Background: an optimization exercise with open tools, aiming at small area, a short achievable clock period and few clock cycles. Do not read the settings as production practice.
Function was checked by simulation only, so behaviour that the tests miss may differ from the original.

==> run a <==
## rsa_modexp
module rsa_modexp
#(
  parameter  int W   = 32,
  localparam int OPW = 2 * W
) (
  input  logic           clk,
  input  logic           rst_n,
  input  logic           start,
  input  logic [OPW-1:0] n,
  input  logic [OPW-1:0] exp,
  input  logic [OPW-1:0] msg,
  output logic [OPW-1:0] result,
  output logic           busy,
  output logic           done,
  output logic           err
);
make LEC_CHECK=0 ABC_CLOCK_PERIOD_IN_PS=2500 CAP_MARGIN=20 CORE_MARGIN=2 CORE_UTILIZATION=45 SETUP_SLACK_MARGIN=5 SLEW_MARGIN=20 finish   # period 10.5 ns
run.sh (not shown) runs the stock make flow with config.mk's settings and CLKGATE_MAP_FILE= SYNTH_SCRIPT=/design/flow/synth_recipe.tcl, a recipe that flattens the netlist after the stock synthesis.
==> run b (differences from run a) <==
--- a/flow/design.v
+++ b/flow/design.v
@@ -16,11 +16,11 @@
   output logic [OPW-1:0] result,
   output logic           busy,
   output logic           done,
   output logic           err
 );
-  localparam int K    = 4;                   
+  localparam int K    = 3;                   
   localparam int ITER = (66 + K - 1) / K;    
   localparam int RB   = K * ITER;            
   localparam int AW   = OPW + 1;             
   localparam int SW   = OPW + 2;             
   localparam int XW   = OPW + 3;             
@@ -36,12 +36,11 @@
   localparam int S_FBS   = 8;
   localparam int S_FBA   = 9;
   localparam int S_FBB   = 10;
   localparam int S_FBC   = 11;
   localparam int S_FBD   = 12;
-  localparam int S_BNC   = 13;
-  localparam int NS      = 14;
+  localparam int NS      = 13;
   localparam logic [1:0] OP_SQR = 2'd0;
   localparam logic [1:0] OP_MUL = 2'd1;
   localparam logic [1:0] OP_FIN = 2'd2;
   logic [NS-1:0]  r_st;
   logic           r_busy;
@@ -57,15 +56,12 @@
   logic [6:0]     r_cnt;
   logic [6:0]     r_bc;        
   logic [1:0]     r_op;
   logic           r_mulpend;
   logic           r_lead;
-  logic [2:0]     r_sub;
+  logic [1:0]     r_sub;
   logic           r_ge;
-  logic [SW-1:0]  r_bn;        
-  logic           k_x2, k_xsx, k_yc, k_ya, k_sub, k_sgn, k_addn, k_add;
-  logic           w_x2, w_xsx, w_yc, w_ya, w_sub_, w_sgn, w_addn, w_add;
   logic [NS-1:0]  w_st;
   logic           w_busy;
   logic           w_done;
   logic           w_err;
   logic [AW-1:0]  w_a;
@@ -78,12 +74,11 @@
   logic [6:0]     w_cnt;
   logic [6:0]     w_bc;
   logic [1:0]     w_op;
   logic           w_mulpend;
   logic           w_lead;
-  logic [2:0]     w_sub;
-  logic [SW-1:0]  w_bn;
+  logic [1:0]     w_sub;
   wire odd = r_n[0];
   wire sgn = r_s[SW-1];
   logic [XW-1:0] cpa_x;
   logic [XW-1:0] cpa_y;
   logic          cpa_ci;
@@ -91,51 +86,42 @@
   logic          y_sub;        
   logic          y_add;        
   logic          fb_bit;
   assign fb_bit = r_d[r_sub];
   always_comb begin
-    if (k_x2)
+    if (r_st[S_CONV] || r_st[S_FBA])
       cpa_x = {r_s, 1'b0};
+    else if (r_st[S_CONVF] || r_st[S_FBC] || r_st[S_FBD])
+      cpa_x = {r_s[SW-1], r_s};
     else
-      cpa_x = {k_xsx & r_s[SW-1], r_s};
-    y_sub = k_sub || (k_sgn && !sgn);
-    y_add = ((k_sgn || k_addn) && sgn) || k_add;
+      cpa_x = {1'b0, r_s};
+    y_sub = r_st[S_CHK1] || r_st[S_FBB] || ((r_st[S_CONV] || r_st[S_FBC]) && !sgn);
+    y_add = ((r_st[S_CONV] || r_st[S_FBC] || r_st[S_FBD]) && sgn) || (r_st[S_CONVF] && odd);
     cpa_y = ({XW{y_sub}} & ~{3'b000, r_n})
           | ({XW{y_add}} & {3'b000, r_n})
-          | ({XW{k_yc}} & {1'b0, r_c})
-          | ({XW{k_ya && fb_bit}} & {2'b00, r_a});
+          | ({XW{r_st[S_MMEND]}} & {1'b0, r_c})
+          | ({XW{r_st[S_FBA] && fb_bit}} & {2'b00, r_a});
     cpa_ci = y_sub;
   end
   assign cpa_sum = {1'b0, cpa_x} + {1'b0, cpa_y} + {{XW{1'b0}}, cpa_ci};
   logic [SW-1:0] mm_s;
   logic [SW-1:0] mm_c;
-  logic [K-1:0] mm_q;
   always_comb begin
-    logic [K-1:0] t, p;
-    t = r_s[K-1:0] + r_c[K-1:0];
-    for (int j = 0; j < K; j++) begin
-      mm_q[j] = t[0] ^ (r_d[j] & r_a[0]);
-      p = ({K{r_d[j] & !mm_q[j]}} & r_a[K-1:0])
-        | ({K{!r_d[j] & mm_q[j]}} & r_n[K-1:0])
-        | ({K{r_d[j] & mm_q[j]}}  & r_bn[K-1:0]);
-      t = (t + p) >> 1;
-    end
-  end
-  always_comb begin
-    logic [IW-1:0] s, c, p, s1, c1;
+    logic [IW-1:0] s, c, p, r, s1, c1, s2, c2;
     logic          q;
     s = IW'(r_s);
     c = IW'(r_c);
     for (int j = 0; j < K; j++) begin
-      q  = mm_q[j];
-      p  = ({IW{r_d[j] & !q}} & IW'(r_a))
-         | ({IW{!r_d[j] & q}} & IW'(r_n))
-         | ({IW{r_d[j] & q}}  & IW'(r_bn));
+      p  = r_d[j] ? IW'(r_a) : '0;
       s1 = s ^ c ^ p;
-      c1 = (s & c) | (s & p) | (c & p);
-      s  = s1 >> 1;
-      c  = c1;
+      c1 = ((s & c) | (s & p) | (c & p)) << 1;
+      q  = s1[0];
+      r  = q ? IW'(r_n) : '0;
+      s2 = s1 ^ c1 ^ r;
+      c2 = (s1 & c1) | (s1 & r) | (c1 & r);
+      s  = s2 >> 1;
+      c  = c2;
     end
     mm_s = s[SW-1:0];
     mm_c = c[SW-1:0];
   end
   logic [RB-1:0] ya;
@@ -178,11 +164,10 @@
     w_bc      = r_bc;
     w_op      = r_op;
     w_mulpend = r_mulpend;
     w_lead    = r_lead;
     w_sub     = r_sub;
-    w_bn      = r_bn;
     newa      = cpa_sum[AW-1:0];
     pick      = 1'b0;
     if (r_st[S_IDLE]) begin
       w_n = n;
       w_e = exp;
@@ -228,38 +213,32 @@
       else             w_st[S_CONV]  = 1'b1;
     end
     if (r_st[S_CONVF]) begin
       w_m  = newa;
       w_a  = newa;
-      w_s  = cpa_sum[SW-1:0];
       pick = 1'b1;
     end
-    if (r_st[S_BNC]) begin
-      w_bn       = cpa_sum[SW-1:0];
-      w_s        = '0;
-      w_c        = '0;
-      w_cnt      = '0;
-      w_st[S_MM] = 1'b1;
-    end
     if (r_st[S_MM]) begin
       w_s   = mm_s;
       w_c   = mm_c;
       w_d   = mm_next_d;
       w_cnt = r_cnt + 7'd1;
       if (r_cnt == 7'(ITER - 1)) w_st[S_MMEND] = 1'b1;
       else                       w_st[S_MM]    = 1'b1;
     end
     if (r_st[S_MMEND]) begin
       w_a = newa;
-      w_s = cpa_sum[SW-1:0];
       if (r_op == OP_FIN) begin
         w_st[S_FIX] = 1'b1;
       end else if (r_op == OP_SQR && r_mulpend) begin
-        w_op        = OP_MUL;
-        w_mulpend   = 1'b0;
-        w_d         = r_m[K-1:0];
-        w_st[S_BNC] = 1'b1;
+        w_op       = OP_MUL;
+        w_mulpend  = 1'b0;
+        w_d        = r_m[K-1:0];
+        w_s        = '0;
+        w_c        = '0;
+        w_cnt      = '0;
+        w_st[S_MM] = 1'b1;
       end else begin
         pick = 1'b1;
       end
     end
     if (r_st[S_FIX]) begin
@@ -270,11 +249,11 @@
     end
     if (r_st[S_FBS]) begin
       w_s         = '0;
       w_d         = (r_op == OP_SQR) ? chunk(ya, 7'(ITER - 1)) : chunk(ym, 7'(ITER - 1));
       w_cnt       = 7'(ITER - 1);
-      w_sub       = 3'(K - 1);
+      w_sub       = 2'(K - 1);
       w_st[S_FBA] = 1'b1;
     end
     if (r_st[S_FBA]) begin
       w_s         = cpa_sum[SW-1:0];
       w_st[S_FBB] = 1'b1;
@@ -300,24 +279,27 @@
             pick = 1'b1;
           end
         end else begin
           w_d         = fb_next_d;
           w_cnt       = r_cnt - 7'd1;
-          w_sub       = 3'(K - 1);
+          w_sub       = 2'(K - 1);
           w_st[S_FBA] = 1'b1;
         end
       end else begin
-        w_sub       = r_sub - 3'd1;
+        w_sub       = r_sub - 2'd1;
         w_st[S_FBA] = 1'b1;
       end
     end
     if (pick) begin
       if (r_bc == '0) begin
         if (odd) begin
-          w_op        = OP_FIN;
-          w_d         = K'(1);
-          w_st[S_BNC] = 1'b1;
+          w_op       = OP_FIN;
+          w_d        = K'(1);
+          w_s        = '0;
+          w_c        = '0;
+          w_cnt      = '0;
+          w_st[S_MM] = 1'b1;
         end else begin
           w_st[S_IDLE] = 1'b1;
           w_busy       = 1'b0;
           w_done       = 1'b1;
         end
@@ -325,29 +307,24 @@
         w_e       = {r_e[OPW-2:0], 1'b0};
         w_bc      = r_bc - 7'd1;
         w_mulpend = r_e[OPW-1];
         w_op      = OP_SQR;
         if (odd) begin
-          w_d         = newa[K-1:0];
-          w_st[S_BNC] = 1'b1;
+          w_d        = newa[K-1:0];
+          w_s        = '0;
+          w_c        = '0;
+          w_cnt      = '0;
+          w_st[S_MM] = 1'b1;
         end else begin
           w_st[S_FBS] = 1'b1;
         end
       end
     end
     if (r_st == '0) begin
       w_st[S_IDLE] = 1'b1;
       w_busy       = 1'b0;
     end
-    w_x2   = w_st[S_CONV] | w_st[S_FBA];
-    w_xsx  = w_st[S_CONVF] | w_st[S_FBC] | w_st[S_FBD];
-    w_yc   = w_st[S_MMEND];
-    w_ya   = w_st[S_FBA];
-    w_sub_ = w_st[S_CHK1] | w_st[S_FBB];
-    w_sgn  = w_st[S_CONV] | w_st[S_FBC];
-    w_addn = w_st[S_FBD];
-    w_add  = (w_st[S_CONVF] & odd) | w_st[S_BNC];
   end
   always_ff @(posedge clk or negedge rst_n) begin
     if (!rst_n) begin
       r_st    <= NS'(1);
       r_busy  <= 1'b0;
@@ -374,32 +351,10 @@
     r_op      <= w_op;
     r_mulpend <= w_mulpend;
     r_lead    <= w_lead;
     r_sub     <= w_sub;
     r_ge      <= cpa_sum[XW];
-    r_bn      <= w_bn;
-  end
-  always_ff @(posedge clk or negedge rst_n) begin
-    if (!rst_n) begin
-      k_x2   <= 1'b0;
-      k_xsx  <= 1'b0;
-      k_yc   <= 1'b0;
-      k_ya   <= 1'b0;
-      k_sub  <= 1'b0;
-      k_sgn  <= 1'b0;
-      k_addn <= 1'b0;
-      k_add  <= 1'b0;
-    end else begin
-      k_x2   <= w_x2;
-      k_xsx  <= w_xsx;
-      k_yc   <= w_yc;
-      k_ya   <= w_ya;
-      k_sub  <= w_sub_;
-      k_sgn  <= w_sgn;
-      k_addn <= w_addn;
-      k_add  <= w_add;
-    end
   end
   assign busy   = r_busy;
   assign done   = r_done;
   assign result = r_a[OPW-1:0];
   assign err    = r_err;
==> flow/flow/run.sh (new file) <==
#!/bin/bash
# Standard ORFS layout with a larger setup repair margin; the SDC and clock
# period are the standard flow's, unchanged. make's full output goes to flow_make.log.
set -euo pipefail
bash standard.sh SETUP_SLACK_MARGIN=7 finish > flow_make.log 2>&1
==> flow/standard.sh (new file) <==
#!/bin/bash
# synth_recipe.tcl (not shown) runs the flow's synth.tcl, then flattens the netlist and writes it again
# the make line also repeats each setting of config.mk as NAME=value (left out here)
make -C /OpenROAD-flow-scripts/flow DESIGN_CONFIG=/design/flow/config.mk WORK_HOME=/design/flow/orfs CLKGATE_MAP_FILE= SYNTH_SCRIPT=/design/flow/synth_recipe.tcl "${@:-finish}"
ABC_CLOCK_PERIOD_IN_PS = unset   (was 2500)
SETUP_SLACK_MARGIN = unset   (was 5)
removed: flow/run.sh
==> run c (differences from run a) <==
--- a/flow/design.v
+++ b/flow/design.v
@@ -36,12 +36,11 @@
   localparam int S_FBS   = 8;
   localparam int S_FBA   = 9;
   localparam int S_FBB   = 10;
   localparam int S_FBC   = 11;
   localparam int S_FBD   = 12;
-  localparam int S_BNC   = 13;
-  localparam int NS      = 14;
+  localparam int NS      = 13;
   localparam logic [1:0] OP_SQR = 2'd0;
   localparam logic [1:0] OP_MUL = 2'd1;
   localparam logic [1:0] OP_FIN = 2'd2;
   logic [NS-1:0]  r_st;
   logic           r_busy;
@@ -57,15 +56,12 @@
   logic [6:0]     r_cnt;
   logic [6:0]     r_bc;        
   logic [1:0]     r_op;
   logic           r_mulpend;
   logic           r_lead;
-  logic [2:0]     r_sub;
+  logic [1:0]     r_sub;
   logic           r_ge;
-  logic [SW-1:0]  r_bn;        
-  logic           k_x2, k_xsx, k_yc, k_ya, k_sub, k_sgn, k_addn, k_add;
-  logic           w_x2, w_xsx, w_yc, w_ya, w_sub_, w_sgn, w_addn, w_add;
   logic [NS-1:0]  w_st;
   logic           w_busy;
   logic           w_done;
   logic           w_err;
   logic [AW-1:0]  w_a;
@@ -78,12 +74,11 @@
   logic [6:0]     w_cnt;
   logic [6:0]     w_bc;
   logic [1:0]     w_op;
   logic           w_mulpend;
   logic           w_lead;
-  logic [2:0]     w_sub;
-  logic [SW-1:0]  w_bn;
+  logic [1:0]     w_sub;
   wire odd = r_n[0];
   wire sgn = r_s[SW-1];
   logic [XW-1:0] cpa_x;
   logic [XW-1:0] cpa_y;
   logic          cpa_ci;
@@ -91,51 +86,42 @@
   logic          y_sub;        
   logic          y_add;        
   logic          fb_bit;
   assign fb_bit = r_d[r_sub];
   always_comb begin
-    if (k_x2)
+    if (r_st[S_CONV] || r_st[S_FBA])
       cpa_x = {r_s, 1'b0};
+    else if (r_st[S_CONVF] || r_st[S_FBC] || r_st[S_FBD])
+      cpa_x = {r_s[SW-1], r_s};
     else
-      cpa_x = {k_xsx & r_s[SW-1], r_s};
-    y_sub = k_sub || (k_sgn && !sgn);
-    y_add = ((k_sgn || k_addn) && sgn) || k_add;
+      cpa_x = {1'b0, r_s};
+    y_sub = r_st[S_CHK1] || r_st[S_FBB] || ((r_st[S_CONV] || r_st[S_FBC]) && !sgn);
+    y_add = ((r_st[S_CONV] || r_st[S_FBC] || r_st[S_FBD]) && sgn) || (r_st[S_CONVF] && odd);
     cpa_y = ({XW{y_sub}} & ~{3'b000, r_n})
           | ({XW{y_add}} & {3'b000, r_n})
-          | ({XW{k_yc}} & {1'b0, r_c})
-          | ({XW{k_ya && fb_bit}} & {2'b00, r_a});
+          | ({XW{r_st[S_MMEND]}} & {1'b0, r_c})
+          | ({XW{r_st[S_FBA] && fb_bit}} & {2'b00, r_a});
     cpa_ci = y_sub;
   end
   assign cpa_sum = {1'b0, cpa_x} + {1'b0, cpa_y} + {{XW{1'b0}}, cpa_ci};
   logic [SW-1:0] mm_s;
   logic [SW-1:0] mm_c;
-  logic [K-1:0] mm_q;
   always_comb begin
-    logic [K-1:0] t, p;
-    t = r_s[K-1:0] + r_c[K-1:0];
-    for (int j = 0; j < K; j++) begin
-      mm_q[j] = t[0] ^ (r_d[j] & r_a[0]);
-      p = ({K{r_d[j] & !mm_q[j]}} & r_a[K-1:0])
-        | ({K{!r_d[j] & mm_q[j]}} & r_n[K-1:0])
-        | ({K{r_d[j] & mm_q[j]}}  & r_bn[K-1:0]);
-      t = (t + p) >> 1;
-    end
-  end
-  always_comb begin
-    logic [IW-1:0] s, c, p, s1, c1;
+    logic [IW-1:0] s, c, p, r, s1, c1, s2, c2;
     logic          q;
     s = IW'(r_s);
     c = IW'(r_c);
     for (int j = 0; j < K; j++) begin
-      q  = mm_q[j];
-      p  = ({IW{r_d[j] & !q}} & IW'(r_a))
-         | ({IW{!r_d[j] & q}} & IW'(r_n))
-         | ({IW{r_d[j] & q}}  & IW'(r_bn));
+      p  = r_d[j] ? IW'(r_a) : '0;
       s1 = s ^ c ^ p;
-      c1 = (s & c) | (s & p) | (c & p);
-      s  = s1 >> 1;
-      c  = c1;
+      c1 = ((s & c) | (s & p) | (c & p)) << 1;
+      q  = s1[0];
+      r  = q ? IW'(r_n) : '0;
+      s2 = s1 ^ c1 ^ r;
+      c2 = (s1 & c1) | (s1 & r) | (c1 & r);
+      s  = s2 >> 1;
+      c  = c2;
     end
     mm_s = s[SW-1:0];
     mm_c = c[SW-1:0];
   end
   logic [RB-1:0] ya;
@@ -178,11 +164,10 @@
     w_bc      = r_bc;
     w_op      = r_op;
     w_mulpend = r_mulpend;
     w_lead    = r_lead;
     w_sub     = r_sub;
-    w_bn      = r_bn;
     newa      = cpa_sum[AW-1:0];
     pick      = 1'b0;
     if (r_st[S_IDLE]) begin
       w_n = n;
       w_e = exp;
@@ -228,38 +213,32 @@
       else             w_st[S_CONV]  = 1'b1;
     end
     if (r_st[S_CONVF]) begin
       w_m  = newa;
       w_a  = newa;
-      w_s  = cpa_sum[SW-1:0];
       pick = 1'b1;
     end
-    if (r_st[S_BNC]) begin
-      w_bn       = cpa_sum[SW-1:0];
-      w_s        = '0;
-      w_c        = '0;
-      w_cnt      = '0;
-      w_st[S_MM] = 1'b1;
-    end
     if (r_st[S_MM]) begin
       w_s   = mm_s;
       w_c   = mm_c;
       w_d   = mm_next_d;
       w_cnt = r_cnt + 7'd1;
       if (r_cnt == 7'(ITER - 1)) w_st[S_MMEND] = 1'b1;
       else                       w_st[S_MM]    = 1'b1;
     end
     if (r_st[S_MMEND]) begin
       w_a = newa;
-      w_s = cpa_sum[SW-1:0];
       if (r_op == OP_FIN) begin
         w_st[S_FIX] = 1'b1;
       end else if (r_op == OP_SQR && r_mulpend) begin
-        w_op        = OP_MUL;
-        w_mulpend   = 1'b0;
-        w_d         = r_m[K-1:0];
-        w_st[S_BNC] = 1'b1;
+        w_op       = OP_MUL;
+        w_mulpend  = 1'b0;
+        w_d        = r_m[K-1:0];
+        w_s        = '0;
+        w_c        = '0;
+        w_cnt      = '0;
+        w_st[S_MM] = 1'b1;
       end else begin
         pick = 1'b1;
       end
     end
     if (r_st[S_FIX]) begin
@@ -270,11 +249,11 @@
     end
     if (r_st[S_FBS]) begin
       w_s         = '0;
       w_d         = (r_op == OP_SQR) ? chunk(ya, 7'(ITER - 1)) : chunk(ym, 7'(ITER - 1));
       w_cnt       = 7'(ITER - 1);
-      w_sub       = 3'(K - 1);
+      w_sub       = 2'(K - 1);
       w_st[S_FBA] = 1'b1;
     end
     if (r_st[S_FBA]) begin
       w_s         = cpa_sum[SW-1:0];
       w_st[S_FBB] = 1'b1;
@@ -300,24 +279,27 @@
             pick = 1'b1;
           end
         end else begin
           w_d         = fb_next_d;
           w_cnt       = r_cnt - 7'd1;
-          w_sub       = 3'(K - 1);
+          w_sub       = 2'(K - 1);
           w_st[S_FBA] = 1'b1;
         end
       end else begin
-        w_sub       = r_sub - 3'd1;
+        w_sub       = r_sub - 2'd1;
         w_st[S_FBA] = 1'b1;
       end
     end
     if (pick) begin
       if (r_bc == '0) begin
         if (odd) begin
-          w_op        = OP_FIN;
-          w_d         = K'(1);
-          w_st[S_BNC] = 1'b1;
+          w_op       = OP_FIN;
+          w_d        = K'(1);
+          w_s        = '0;
+          w_c        = '0;
+          w_cnt      = '0;
+          w_st[S_MM] = 1'b1;
         end else begin
           w_st[S_IDLE] = 1'b1;
           w_busy       = 1'b0;
           w_done       = 1'b1;
         end
@@ -325,29 +307,24 @@
         w_e       = {r_e[OPW-2:0], 1'b0};
         w_bc      = r_bc - 7'd1;
         w_mulpend = r_e[OPW-1];
         w_op      = OP_SQR;
         if (odd) begin
-          w_d         = newa[K-1:0];
-          w_st[S_BNC] = 1'b1;
+          w_d        = newa[K-1:0];
+          w_s        = '0;
+          w_c        = '0;
+          w_cnt      = '0;
+          w_st[S_MM] = 1'b1;
         end else begin
           w_st[S_FBS] = 1'b1;
         end
       end
     end
     if (r_st == '0) begin
       w_st[S_IDLE] = 1'b1;
       w_busy       = 1'b0;
     end
-    w_x2   = w_st[S_CONV] | w_st[S_FBA];
-    w_xsx  = w_st[S_CONVF] | w_st[S_FBC] | w_st[S_FBD];
-    w_yc   = w_st[S_MMEND];
-    w_ya   = w_st[S_FBA];
-    w_sub_ = w_st[S_CHK1] | w_st[S_FBB];
-    w_sgn  = w_st[S_CONV] | w_st[S_FBC];
-    w_addn = w_st[S_FBD];
-    w_add  = (w_st[S_CONVF] & odd) | w_st[S_BNC];
   end
   always_ff @(posedge clk or negedge rst_n) begin
     if (!rst_n) begin
       r_st    <= NS'(1);
       r_busy  <= 1'b0;
@@ -374,32 +351,10 @@
     r_op      <= w_op;
     r_mulpend <= w_mulpend;
     r_lead    <= w_lead;
     r_sub     <= w_sub;
     r_ge      <= cpa_sum[XW];
-    r_bn      <= w_bn;
-  end
-  always_ff @(posedge clk or negedge rst_n) begin
-    if (!rst_n) begin
-      k_x2   <= 1'b0;
-      k_xsx  <= 1'b0;
-      k_yc   <= 1'b0;
-      k_ya   <= 1'b0;
-      k_sub  <= 1'b0;
-      k_sgn  <= 1'b0;
-      k_addn <= 1'b0;
-      k_add  <= 1'b0;
-    end else begin
-      k_x2   <= w_x2;
-      k_xsx  <= w_xsx;
-      k_yc   <= w_yc;
-      k_ya   <= w_ya;
-      k_sub  <= w_sub_;
-      k_sgn  <= w_sgn;
-      k_addn <= w_addn;
-      k_add  <= w_add;
-    end
   end
   assign busy   = r_busy;
   assign done   = r_done;
   assign result = r_a[OPW-1:0];
   assign err    = r_err;
==> flow_summary.ini <==
[drt]
dr.pass1.iters = 5
drt-met1-wl_mm = 58.32

[synthesis]
yosysTopAreaCell = fa_1
synth_mux_area_share_pct = 9.752

[layout]
fin_util_pct = 58.87

[run_status]
status = finished clean
the above is filed under run b

==> flow_summary.ini <==
[synthesis]
synthTopCellsByCount = 369 x nand2_1, 348 x clkbuf_1, 320 x mux2i_1
yosysTopAreaCell = edfxtp_1
synth_mux_area_share_pct = 15.71

[drt]
dr.pass1.iters = 6
vias = 34800

[global_routing]
use_met2_pct = 51.81

[layout]
fin_util_pct = 52.74

[run_status]
status = finished clean
the above is filed under run a

==> flow_summary.ini <==
[synthesis]
synth_mux_area_share_pct = 9.581
yosysTopAreaCell = fa_1
synth_edf_count = 129

[run_status]
status = finished clean

[layout]
diodes = 10

[worst_setup_path]
arrival_ns = 7.00

[drt]
routed-wl-met2_mm = 67.24
drt-met1-wl_mm = 59.27
the above is filed under run c

Testbench counts of run a, summed over its fixed seeds: cycles 96,602.
Testbench counts of run b, summed over its fixed seeds: cycles 115,826.
Testbench counts of run c, summed over its fixed seeds: cycles 91,764.

## static timing again, ports no longer ideal
The flow's constraints put no driver on any port. The routed layouts listed below were extracted and timed again, unchanged, in two steps. Step 1 assumes that a clkbuf_16 drives the clock port and a buf_2 every other input. Step 2 moves the port delays by t, midway between the first and last clock arrival at a register: inputs arrive t later, outputs are due t later. That takes back most of the time a late clock gives input paths. Slacks: no drivers / after step 1 / after step 2; pairs: no drivers / after step 1.
run	t, ns	slack for setup (ns)	worst register clock-pin slew, ns	pins driven straight from the clock port
run a	0.696	3.812 / 3.812 / 3.812	0.07 / 0.07	1
run b	0.720	5.077 / 5.077 / 5.077	0.07 / 0.07	1
run c	0.743	4.048 / 4.048 / 4.048	0.07 / 0.07	1
After both steps setup and hold are still met in every run listed.
